This is an optimization exercise on Yosys and OpenROAD, whose aim is small area and a short achievable clock period, not a production implementation. Function was checked by simulation only, so behaviour that the tests miss may differ from the original. Power and IR drop assume default switching activity.

==> flow/design.v <==
package isa_pkg;
	localparam int INSTR_W    = 32;
	localparam int REG_ADDR_W = 5;
	localparam int IMM_W      = 16;
	localparam int OPCODE_W   = 6;
	localparam int FUNCT_W    = 6;
	localparam int OPCODE_LO = 26;
	localparam int RS_LO     = 21;
	localparam int RT_LO     = 16;
	localparam int RD_LO     = 11;
	localparam int FUNCT_LO  = 0;
	typedef enum logic [OPCODE_W-1:0] {
		OP_RTYPE = 6'b000000,
		OP_ADDI  = 6'b001000,
		OP_SLTI  = 6'b001010,
		OP_ORI   = 6'b001101,
		OP_XORI  = 6'b001111,
		OP_ANDI  = 6'b000001,  
		OP_LUI   = 6'b000111
	} opcode_e;
	typedef enum logic [FUNCT_W-1:0] {
		F_ADD  = 6'h20,
		F_SUB  = 6'h22,
		F_AND  = 6'h24,
		F_OR   = 6'h25,
		F_XOR  = 6'h26,
		F_NOR  = 6'h27,
		F_SLT  = 6'h2A,
		F_SLLV = 6'h04,
		F_SRLV = 6'h06,
		F_SRAV = 6'h07
	} funct_e;
endpackage
package core_pkg;
	localparam int XLEN     = 32;
	localparam int NUM_REGS = 32;
	localparam int SHAMT_W  = $clog2(XLEN);  
	typedef enum logic [3:0] {
		ALU_ADD,
		ALU_SUB,
		ALU_AND,
		ALU_OR,
		ALU_XOR,
		ALU_NOR,
		ALU_SLT,
		ALU_SLL,
		ALU_SRL,
		ALU_SRA,
		ALU_PASS_B
	} alu_op_e;
	typedef enum logic [4:0] {
		EXC_NONE     = 5'b00000,
		EXC_UNKNOWN  = 5'b00010,
		EXC_OVERFLOW = 5'b00100
	} exc_cause_e;
	localparam logic [XLEN-1:0] VEC_UNKNOWN  = 32'h0000_0150;
	localparam logic [XLEN-1:0] VEC_OVERFLOW = 32'h0000_0064;
endpackage
`timescale 1ns/100ps
import core_pkg::*;
import isa_pkg::*;
module reg_file (
	input  logic                  clk,
	input  logic                  rst,
	input  logic [REG_ADDR_W-1:0] rs_addr,
	input  logic [REG_ADDR_W-1:0] rt_addr,
	input  logic                  wb_en,
	input  logic [REG_ADDR_W-1:0] wb_reg,
	input  logic [XLEN-1:0]       wb_data,
	output logic [XLEN-1:0]       rs_data,
	output logic [XLEN-1:0]       rt_data
);
	logic [XLEN-1:0] regs [NUM_REGS];
	always_ff @(posedge clk) begin
		if (rst) begin
			for (int i = 0; i < NUM_REGS; i++)
				regs[i] <= '0;
		end else if (wb_en) begin
			regs[wb_reg] <= wb_data;
		end
	end
	assign rs_data = (rs_addr == '0) ? '0 : regs[rs_addr];
	assign rt_data = (rt_addr == '0) ? '0 : regs[rt_addr];
endmodule
`timescale 1ns/100ps
import core_pkg::*;
import isa_pkg::*;
module decode_stage (
	input  logic                  instr_valid,
	input  logic [INSTR_W-1:0]    instr,
	input  logic [XLEN-1:0]       rs_data,
	input  logic [XLEN-1:0]       rt_data,
	input  logic                  wb_en,
	input  logic [REG_ADDR_W-1:0] wb_reg,
	input  logic [XLEN-1:0]       wb_data,
	output logic [REG_ADDR_W-1:0] rs_addr,
	output logic [REG_ADDR_W-1:0] rt_addr,
	output logic                  d_valid,
	output core_pkg::alu_op_e               alu_op,
	output logic [XLEN-1:0]       opa,
	output logic [XLEN-1:0]       opb,
	output logic [REG_ADDR_W-1:0] dest_reg,
	output logic                  writes_reg,
	output logic                  unknown
);
	isa_pkg::opcode_e               opcode;
	isa_pkg::funct_e                funct;
	logic [REG_ADDR_W-1:0] rd_addr;
	logic [IMM_W-1:0]      imm;
	logic [XLEN-1:0]       imm_sext;
	logic [XLEN-1:0]       imm_zext;
	logic [XLEN-1:0]       rs_val;
	logic [XLEN-1:0]       rt_val;
	assign opcode  = isa_pkg::opcode_e'(instr[OPCODE_LO +: OPCODE_W]);
	assign funct   = isa_pkg::funct_e'(instr[FUNCT_LO +: FUNCT_W]);
	assign rs_addr = instr[RS_LO +: REG_ADDR_W];
	assign rt_addr = instr[RT_LO +: REG_ADDR_W];
	assign rd_addr = instr[RD_LO +: REG_ADDR_W];
	assign imm     = instr[IMM_W-1:0];
	assign imm_sext = {{(XLEN-IMM_W){imm[IMM_W-1]}}, imm};
	assign imm_zext = {{(XLEN-IMM_W){1'b0}}, imm};
	assign rs_val = (wb_en && wb_reg == rs_addr) ? wb_data : rs_data;
	assign rt_val = (wb_en && wb_reg == rt_addr) ? wb_data : rt_data;
	assign d_valid = instr_valid;
	always_comb begin
		alu_op   = ALU_ADD;
		opa      = rs_val;
		opb      = rt_val;
		dest_reg = rt_addr;  
		unknown  = 1'b0;
		case (opcode)
			OP_RTYPE: begin
				dest_reg = rd_addr;
				case (funct)
					F_ADD:   alu_op = ALU_ADD;
					F_SUB:   alu_op = ALU_SUB;
					F_AND:   alu_op = ALU_AND;
					F_OR:    alu_op = ALU_OR;
					F_XOR:   alu_op = ALU_XOR;
					F_NOR:   alu_op = ALU_NOR;
					F_SLT:   alu_op = ALU_SLT;
					F_SLLV:  alu_op = ALU_SLL;
					F_SRLV:  alu_op = ALU_SRL;
					F_SRAV:  alu_op = ALU_SRA;
					default: unknown = 1'b1;
				endcase
			end
			OP_ADDI: begin
				alu_op = ALU_ADD;
				opb    = imm_sext;
			end
			OP_SLTI: begin
				alu_op = ALU_SLT;
				opb    = imm_sext;
			end
			OP_ORI: begin
				alu_op = ALU_OR;
				opb    = imm_zext;
			end
			OP_XORI: begin
				alu_op = ALU_XOR;
				opb    = imm_zext;
			end
			OP_ANDI: begin
				alu_op = ALU_AND;
				opb    = imm_zext;
			end
			OP_LUI: begin
				alu_op = ALU_PASS_B;
				opb    = {imm, {(XLEN-IMM_W){1'b0}}};  
			end
			default: unknown = 1'b1;
		endcase
	end
	assign writes_reg = !unknown && (dest_reg != '0);
endmodule
`timescale 1ns/100ps
import core_pkg::*;
import isa_pkg::*;
module exec_latch (
	input  logic                  clk,
	input  logic                  rst,
	input  logic                  flush,
	input  logic                  d_valid,
	input  core_pkg::alu_op_e               alu_op,
	input  logic [XLEN-1:0]       opa,
	input  logic [XLEN-1:0]       opb,
	input  logic [REG_ADDR_W-1:0] dest_reg,
	input  logic                  writes_reg,
	input  logic                  unknown,
	output logic                  e_valid,
	output core_pkg::alu_op_e               e_alu_op,
	output logic [XLEN-1:0]       e_opa,
	output logic [XLEN-1:0]       e_opb,
	output logic [REG_ADDR_W-1:0] e_dest_reg,
	output logic                  e_writes_reg,
	output logic                  e_unknown
);
	always_ff @(posedge clk) begin
		if (rst || flush) begin
			e_valid      <= 1'b0;
			e_writes_reg <= 1'b0;
			e_unknown    <= 1'b0;
		end else begin
			e_valid      <= d_valid;
			e_writes_reg <= writes_reg;
			e_unknown    <= unknown;
		end
	end
	always_ff @(posedge clk) begin
		e_alu_op   <= alu_op;
		e_opa      <= opa;
		e_opb      <= opb;
		e_dest_reg <= dest_reg;
	end
endmodule
`timescale 1ns/100ps
import core_pkg::*;
module alu (
	input  core_pkg::alu_op_e         alu_op,
	input  logic [XLEN-1:0] a,
	input  logic [XLEN-1:0] b,
	output logic [XLEN-1:0] y,
	output logic            overflow
);
	logic [XLEN:0]      sum;
	logic [XLEN:0]      diff;
	logic [SHAMT_W-1:0] shamt;
	assign sum   = {1'b0, a} + {1'b0, b};
	assign diff  = {1'b0, a} - {1'b0, b};
	assign shamt = b[SHAMT_W-1:0];
	always_comb begin
		y        = '0;
		overflow = 1'b0;
		case (alu_op)
			ALU_ADD: begin
				y        = sum[XLEN-1:0];
				overflow = sum[XLEN];
			end
			ALU_SUB: begin
				y        = diff[XLEN-1:0];
				overflow = diff[XLEN];  
			end
			ALU_AND:    y = a & b;
			ALU_OR:     y = a | b;
			ALU_XOR:    y = a ^ b;
			ALU_NOR:    y = ~(a | b);
			ALU_SLT:    y = ($signed(a) < $signed(b)) ? XLEN'(1) : '0;
			ALU_SLL:    y = a << shamt;
			ALU_SRL:    y = a >> shamt;
			ALU_SRA:    y = $unsigned($signed(a) >>> shamt);
			ALU_PASS_B: y = b;
			default:    y = '0;
		endcase
	end
endmodule
`timescale 1ns/100ps
import core_pkg::*;
import isa_pkg::*;
module exec_stage (
	input  logic                  clk,
	input  logic                  rst,
	input  logic                  e_valid,
	input  core_pkg::alu_op_e               e_alu_op,
	input  logic [XLEN-1:0]       e_opa,
	input  logic [XLEN-1:0]       e_opb,
	input  logic [REG_ADDR_W-1:0] e_dest_reg,
	input  logic                  e_writes_reg,
	input  logic                  e_unknown,
	output logic                  wb_en,
	output logic [REG_ADDR_W-1:0] wb_reg,
	output logic [XLEN-1:0]       wb_data,
	output logic                  flush,
	output logic                  result_valid,
	output logic [XLEN-1:0]       result_data,
	output logic [REG_ADDR_W-1:0] result_reg,
	output logic                  exc_valid,
	output core_pkg::exc_cause_e            exc_cause,
	output logic [XLEN-1:0]       exc_vector
);
	logic [XLEN-1:0] alu_y;
	logic            alu_ovf;
	core_pkg::exc_cause_e      cause;
	logic [XLEN-1:0] vector;
	alu u_alu (
		.alu_op   (e_alu_op),
		.a        (e_opa),
		.b        (e_opb),
		.y        (alu_y),
		.overflow (alu_ovf)
	);
	always_comb begin
		if (e_unknown)
			cause = EXC_UNKNOWN;
		else if (alu_ovf)
			cause = EXC_OVERFLOW;
		else
			cause = EXC_NONE;
	end
	always_comb begin
		case (cause)
			EXC_UNKNOWN:  vector = VEC_UNKNOWN;
			EXC_OVERFLOW: vector = VEC_OVERFLOW;
			default:      vector = '0;
		endcase
	end
	assign flush   = e_valid && (cause != EXC_NONE);
	assign wb_en   = e_valid && e_writes_reg && (cause == EXC_NONE);  
	assign wb_reg  = e_dest_reg;
	assign wb_data = alu_y;
	always_ff @(posedge clk) begin
		if (rst) begin
			result_valid <= 1'b0;
			exc_valid    <= 1'b0;
		end else begin
			result_valid <= e_valid && (cause == EXC_NONE);
			exc_valid    <= flush;
		end
	end
	always_ff @(posedge clk) begin
		result_data <= alu_y;
		result_reg  <= e_dest_reg;  
		exc_cause   <= cause;
		exc_vector  <= vector;
	end
endmodule
`timescale 1ns/100ps
import core_pkg::*;
import isa_pkg::*;
module alu_core_top (
	input  logic                  clk,
	input  logic                  rst,
	input  logic                  instr_valid,
	input  logic [INSTR_W-1:0]    instr,
	output logic                  result_valid,
	output logic [XLEN-1:0]       result_data,
	output logic [REG_ADDR_W-1:0] result_reg,
	output logic                  exc_valid,
	output core_pkg::exc_cause_e            exc_cause,
	output logic [XLEN-1:0]       exc_vector
);
	logic [REG_ADDR_W-1:0] rs_addr;
	logic [REG_ADDR_W-1:0] rt_addr;
	logic [XLEN-1:0]       rs_data;
	logic [XLEN-1:0]       rt_data;
	logic                  d_valid;
	core_pkg::alu_op_e               alu_op;
	logic [XLEN-1:0]       opa;
	logic [XLEN-1:0]       opb;
	logic [REG_ADDR_W-1:0] dest_reg;
	logic                  writes_reg;
	logic                  unknown;
	logic                  e_valid;
	core_pkg::alu_op_e               e_alu_op;
	logic [XLEN-1:0]       e_opa;
	logic [XLEN-1:0]       e_opb;
	logic [REG_ADDR_W-1:0] e_dest_reg;
	logic                  e_writes_reg;
	logic                  e_unknown;
	logic                  wb_en;
	logic [REG_ADDR_W-1:0] wb_reg;
	logic [XLEN-1:0]       wb_data;
	logic                  flush;
	decode_stage u_decode (
		.instr_valid (instr_valid),
		.instr       (instr),
		.rs_data     (rs_data),
		.rt_data     (rt_data),
		.wb_en       (wb_en),
		.wb_reg      (wb_reg),
		.wb_data     (wb_data),
		.rs_addr     (rs_addr),
		.rt_addr     (rt_addr),
		.d_valid     (d_valid),
		.alu_op      (alu_op),
		.opa         (opa),
		.opb         (opb),
		.dest_reg    (dest_reg),
		.writes_reg  (writes_reg),
		.unknown     (unknown)
	);
	exec_latch u_latch (
		.clk          (clk),
		.rst          (rst),
		.flush        (flush),
		.d_valid      (d_valid),
		.alu_op       (alu_op),
		.opa          (opa),
		.opb          (opb),
		.dest_reg     (dest_reg),
		.writes_reg   (writes_reg),
		.unknown      (unknown),
		.e_valid      (e_valid),
		.e_alu_op     (e_alu_op),
		.e_opa        (e_opa),
		.e_opb        (e_opb),
		.e_dest_reg   (e_dest_reg),
		.e_writes_reg (e_writes_reg),
		.e_unknown    (e_unknown)
	);
	exec_stage u_exec (
		.clk          (clk),
		.rst          (rst),
		.e_valid      (e_valid),
		.e_alu_op     (e_alu_op),
		.e_opa        (e_opa),
		.e_opb        (e_opb),
		.e_dest_reg   (e_dest_reg),
		.e_writes_reg (e_writes_reg),
		.e_unknown    (e_unknown),
		.wb_en        (wb_en),
		.wb_reg       (wb_reg),
		.wb_data      (wb_data),
		.flush        (flush),
		.result_valid (result_valid),
		.result_data  (result_data),
		.result_reg   (result_reg),
		.exc_valid    (exc_valid),
		.exc_cause    (exc_cause),
		.exc_vector   (exc_vector)
	);
	reg_file u_regs (
		.clk     (clk),
		.rst     (rst),
		.rs_addr (rs_addr),
		.rt_addr (rt_addr),
		.wb_en   (wb_en),
		.wb_reg  (wb_reg),
		.wb_data (wb_data),
		.rs_data (rs_data),
		.rt_data (rt_data)
	);
endmodule
==> flow/run.sh <==
#!/bin/bash
# synth_recipe.tcl (not shown) runs the flow's synth.tcl, then flattens the netlist and writes it again
# the make line also repeats each setting of config.mk as NAME=value (left out here)
make -C /OpenROAD-flow-scripts/flow DESIGN_CONFIG=/design/flow/config.mk WORK_HOME=/design/flow/orfs CLKGATE_MAP_FILE= SYNTH_SCRIPT=/design/flow/synth_recipe.tcl finish
==> flow/config.mk <==
export PLATFORM = sky130hd
export DESIGN_NAME = alu_core_top
export DESIGN_NICKNAME = alu_core_top
export VERILOG_FILES = /design/flow/design.v
export SDC_FILE = /design/flow/constraint.sdc
export NUM_CORES = 4
export LEC_CHECK = 0
export CAP_MARGIN = 20
export CORE_MARGIN = 2
export CORE_UTILIZATION = 40
export SLEW_MARGIN = 20
==> flow/constraint.sdc <==
create_clock -name core_clock -period 5.0 [get_ports {clk}]
set_input_delay 1.0000 -clock core_clock [delete_from_list [all_inputs] [get_ports {clk}]]
set_output_delay 1.0000 -clock core_clock [all_outputs]
set_load 0.01 [all_outputs]
==> run summary <==
metal layers:
metal  part of all wire [%]  up-vias  global-route usage [%]
met3                     10      583                   5.580
met4                    4.5        8                   11.19
met2                     48     2922                   44.95
met1                     37    24060                   36.46
li1                       -    19140                       -
met5                  0.018        -                       0
path summary, 6_finish.rpt:
| path | to | slack (ns) |
|---|---|---|
| min reg2reg | u_exec.result_reg[0]$_DFF_P_ | 0.50 |
| min | u_exec.result_reg[0]$_DFF_P_ | 0.50 |
| max reg2reg | u_regs.regs[11][17]$_SDFFCE_PN0P_ | 0.30 |
| max | u_regs.regs[11][17]$_SDFFCE_PN0P_ | 0.30 |
final cells by class:
| type | instances | area (um2) | share of cell area, % |
|---|---|---|---|
| Inverter | 142 | 533.0 | 0.7156 |
| Clock inverter | 67 | 832.0 | 1.117 |
| Tap cell | 2175 | 2721 | 3.654 |
| Multi-Input combinational cell | 3253 | 30130 | 40.46 |
| Timing Repair Buffer | 380 | 3538 | 4.751 |
| Antenna cell | 4 | 10.01 | 0.01344 |
| Sequential cell | 1143 | 33140 | 44.50 |
| Clock buffer | 171 | 3572 | 4.796 |
cell families after synthesis:
family	after synthesis
buf+inv	678
simple gates	1674
flops	1143
other cells	1
compound gates	589
mux	835
fa+ha+maj	105
xor+xnor	20
cell usage after synthesis, types with 16 or more instances:
master | count | area share [%]
nor3_1 | 38 | 0.29
a22oi_1 | 19 | 0.22
o221ai_1 | 18 | 0.24
ha_1 | 103 | 2.0
o211ai_1 | 26 | 0.30
clkbuf_1 | 266 | 1.5
a211oi_1 | 27 | 0.31
buf_2 | 137 | 1.0
edfxtp_1 | 1024 | 47
buf_4 | 45 | 0.52
a221o_1 | 20 | 0.31
a21o_1 | 17 | 0.19
nand2b_1 | 52 | 0.50
a22o_1 | 16 | 0.21
buf_1 | 79 | 0.45
o22ai_1 | 19 | 0.18
inv_1 | 139 | 0.80
o21ai_0 | 138 | 1.1
a21oi_1 | 126 | 0.96
mux2i_1 | 105 | 1.6
mux2_2 | 41 | 0.70
nor2_1 | 1233 | 7.1
nand3_1 | 56 | 0.43
mux4_2 | 689 | 24
dfxtp_1 | 119 | 3.6
a221oi_1 | 22 | 0.29
nand2_1 | 195 | 1.1
where the power goes:
part           total [W]  internal, W  switching, W
Clock            0.00993      0.00578       0.00415
Combinational    0.00766      0.00264       0.00502
Sequential        0.0112       0.0109      0.000358
through the flow:
| step | power [W] | setup WS (ns) | cell area, um2 | cells |
|---|---|---|---|---|
| 2_1_floorplan | 0.01584 | 0.1486 | 65690 | 5074 |
| 3_3_place_gp | 0.01887 | 0.4054 | 70050 | 7092 |
| 3_5_place_dp | 0.01889 | 0.4485 | 70060 | 7093 |
| 4_1_cts | 0.02875 | 0.4198 | 74470 | 7331 |
| 5_1_grt | 0.02968 | 0.1817 | 74470 | 7331 |
| 6_report | 0.02882 | 0.2961 | 74480 | 7335 |
critical path, stage by stage, from the launching register on:
cell,delay [ns]
dfxtp_1,0.60
inv_1,0.17
ha_1,0.34
buf_4,0.18
nor4_1,0.91
o21ai_0,0.30
o211ai_1,0.23
a41o_1,0.23
o21a_1,0.19
and3_2,0.23
buf_12,0.24
nand3_2,0.14
nand2b_2,0.12
buf_4,0.39
==> flow_summary_export.csv <==
group,metric,value,unit
logic_synthesis,synth.avg_cell_area,13.00,um2
grt,grt_max_degree,95,
grt,antenna_found_initial,10,
worst_setup_path,critical_path_required,5.42,ns
sta,slew_viol_final,0,
sta,setup_viol,0,
sta,rsz0062_at_grt,"no",
route,viasPerCell,6.368,
layout,nets,5190,
worst_setup_path,startpoint_type,"flop",
logic_synthesis,syn_area,65590,um2
layout,fill_cells,14420,
layout,final_common_cell,"nor2_1",
logic_synthesis,yosys.area_share.simple,10.48,%
logic_synthesis,synth_compound_area_share,6.233,%
route,vias,46710,
logic_synthesis,yosys-mux-area-fraction,25.97,%
power_and_ir_drop,power_density,387.0,nW/um2
cts,ctsLongestPathBuffers,3,
logic_synthesis,synth_top_family_by_area,"multiplexers",
cts,clkLatencyLatePin,0.79,ns
cts,cts_setup_buffers,0,
logic_synthesis,yosys_warnings,5,
run,cap_violations,0,
sta,period_minus_slack,4.704,ns
logic_synthesis,synth.distinct_cells,92,
placed_design,port_buffers,80,
cts,cts-root-buf,"clkbuf_16",
sta,tightest_slew,1.081,ns
power_and_ir_drop,p_leak,27.30,nW
cts,cts_resized,0,
cts,numCtsBuffers,130,
logic_synthesis,synthArstFlopShare,0,%
worst_setup_path,r2r_start,"u_latch.e_opa[29]$_DFF_P_",
grt,overflow,0,
worst_setup_path,worstSetupEndpointType,"flop",
placed_design,dpl.hpwl,157.0,mm
sta,finClkSkew,0.04153,ns
grt,grt_pass1_vias,46240,
logic_synthesis,ys_ff_latch,1143,
layout,utilization,45.76,%
min_path,worstHoldStart,"u_latch.e_dest_reg[0]$_DFF_P_",
route,route.detailed.drc,0,
run_status,outcome,"no timing/DRC/antenna violations",
floorplanning,die-area,167200,um2
logic_synthesis,synthXorXnorAreaFrac,0.2671,%
layout,final_cell_mix,"nor2_1, edfxtp_1, mux4_2",
cts,clk_pin_slew,0.06,ns
logic_synthesis,synth_edf_count,1024,
power_and_ir_drop,irDropWorstVdd,0.3747,mV
layout,layout-drive-gt1-share,26.26,%
logic_synthesis,netlist_instances,5045,
layout,area_growth,13.56,%
floorplanning,io_pins,111,
cts,cts_sinks,1143,
cts,cts.htree.levels,4,
placed_design,place_congestion,0.9953,
route,routed_wl,233.7,mm
worst_setup_path,reg2reg_depth,13,
floorplanning,rows,148,
logic_synthesis,seq_area_frac_synth,50.52,%
route,drt_iter0_drc,6633,
worst_setup_path,crit_type,"flop to flop",
worst_setup_path,worstPathArrival,5.12,ns
worst_setup_path,cp-startpoint,"u_latch.e_opa[29]$_DFF_P_",
layout,regMostFlops,"u_regs.regs",
logic_synthesis,ys.flop_type,"edfxtp_1",
sta,fmax,212.6,MHz
grt,track_usage,27.70,%
sta,period_share,94.08,%
min_path,holdPathStages,0,
floorplanning,start_util,40.29,%
cts,holdBufCountCts,0,
floorplanning,fp.dieW,408.9,um
worst_setup_path,crit_fanout,35,
sta,slew_headroom,27.28,%
logic_synthesis,yosys.area_share.adder,2.026,%
grt,grt_pass1_wl,334.9,mm
sta,hold_viol,0,
layout,largest_reg_flops,1024,
route,dr.pass1.iters,6,
sta,tns,0,ns
sta,hold_ws,0.4968,ns
cts,cts_tree,"built",
floorplanning,die_height,408.9,um
min_path,hold_class,"flop to flop",
floorplanning,core_area,162800,um2
route,postRouteAntennaNets,0,
route,wl_per_cell,31.87,um

static timing again, ports no longer ideal:
No port has a modelled driver above. Below, the same layout with a new extraction and two added sets of constraints. Step 1 (the two cells are an assumption about what drives the block):
set clk [get_ports {clk}]
set_driving_cell -lib_cell sky130_fd_sc_hd__clkbuf_16 $clk
set_driving_cell -lib_cell sky130_fd_sc_hd__buf_2 [delete_from_list [all_inputs] $clk]
Step 2, shift: input delay + t, output delay - t, t = (earliest + latest rising clock arrival at the registers) / 2. This alone moves slack from input paths to output paths. Three values: ideal, step 1, step 2; two values: the first two.
t, ns: 0.829
setup slack, ns: 0.296 / 0.296 / 0.296
worst register clock-pin slew, ns: 0.07 / 0.07
After both steps this run still meets setup and hold. For this run, drivers alone change the setup slack by 0.000 ns; drivers and shift together by 0.000 ns.
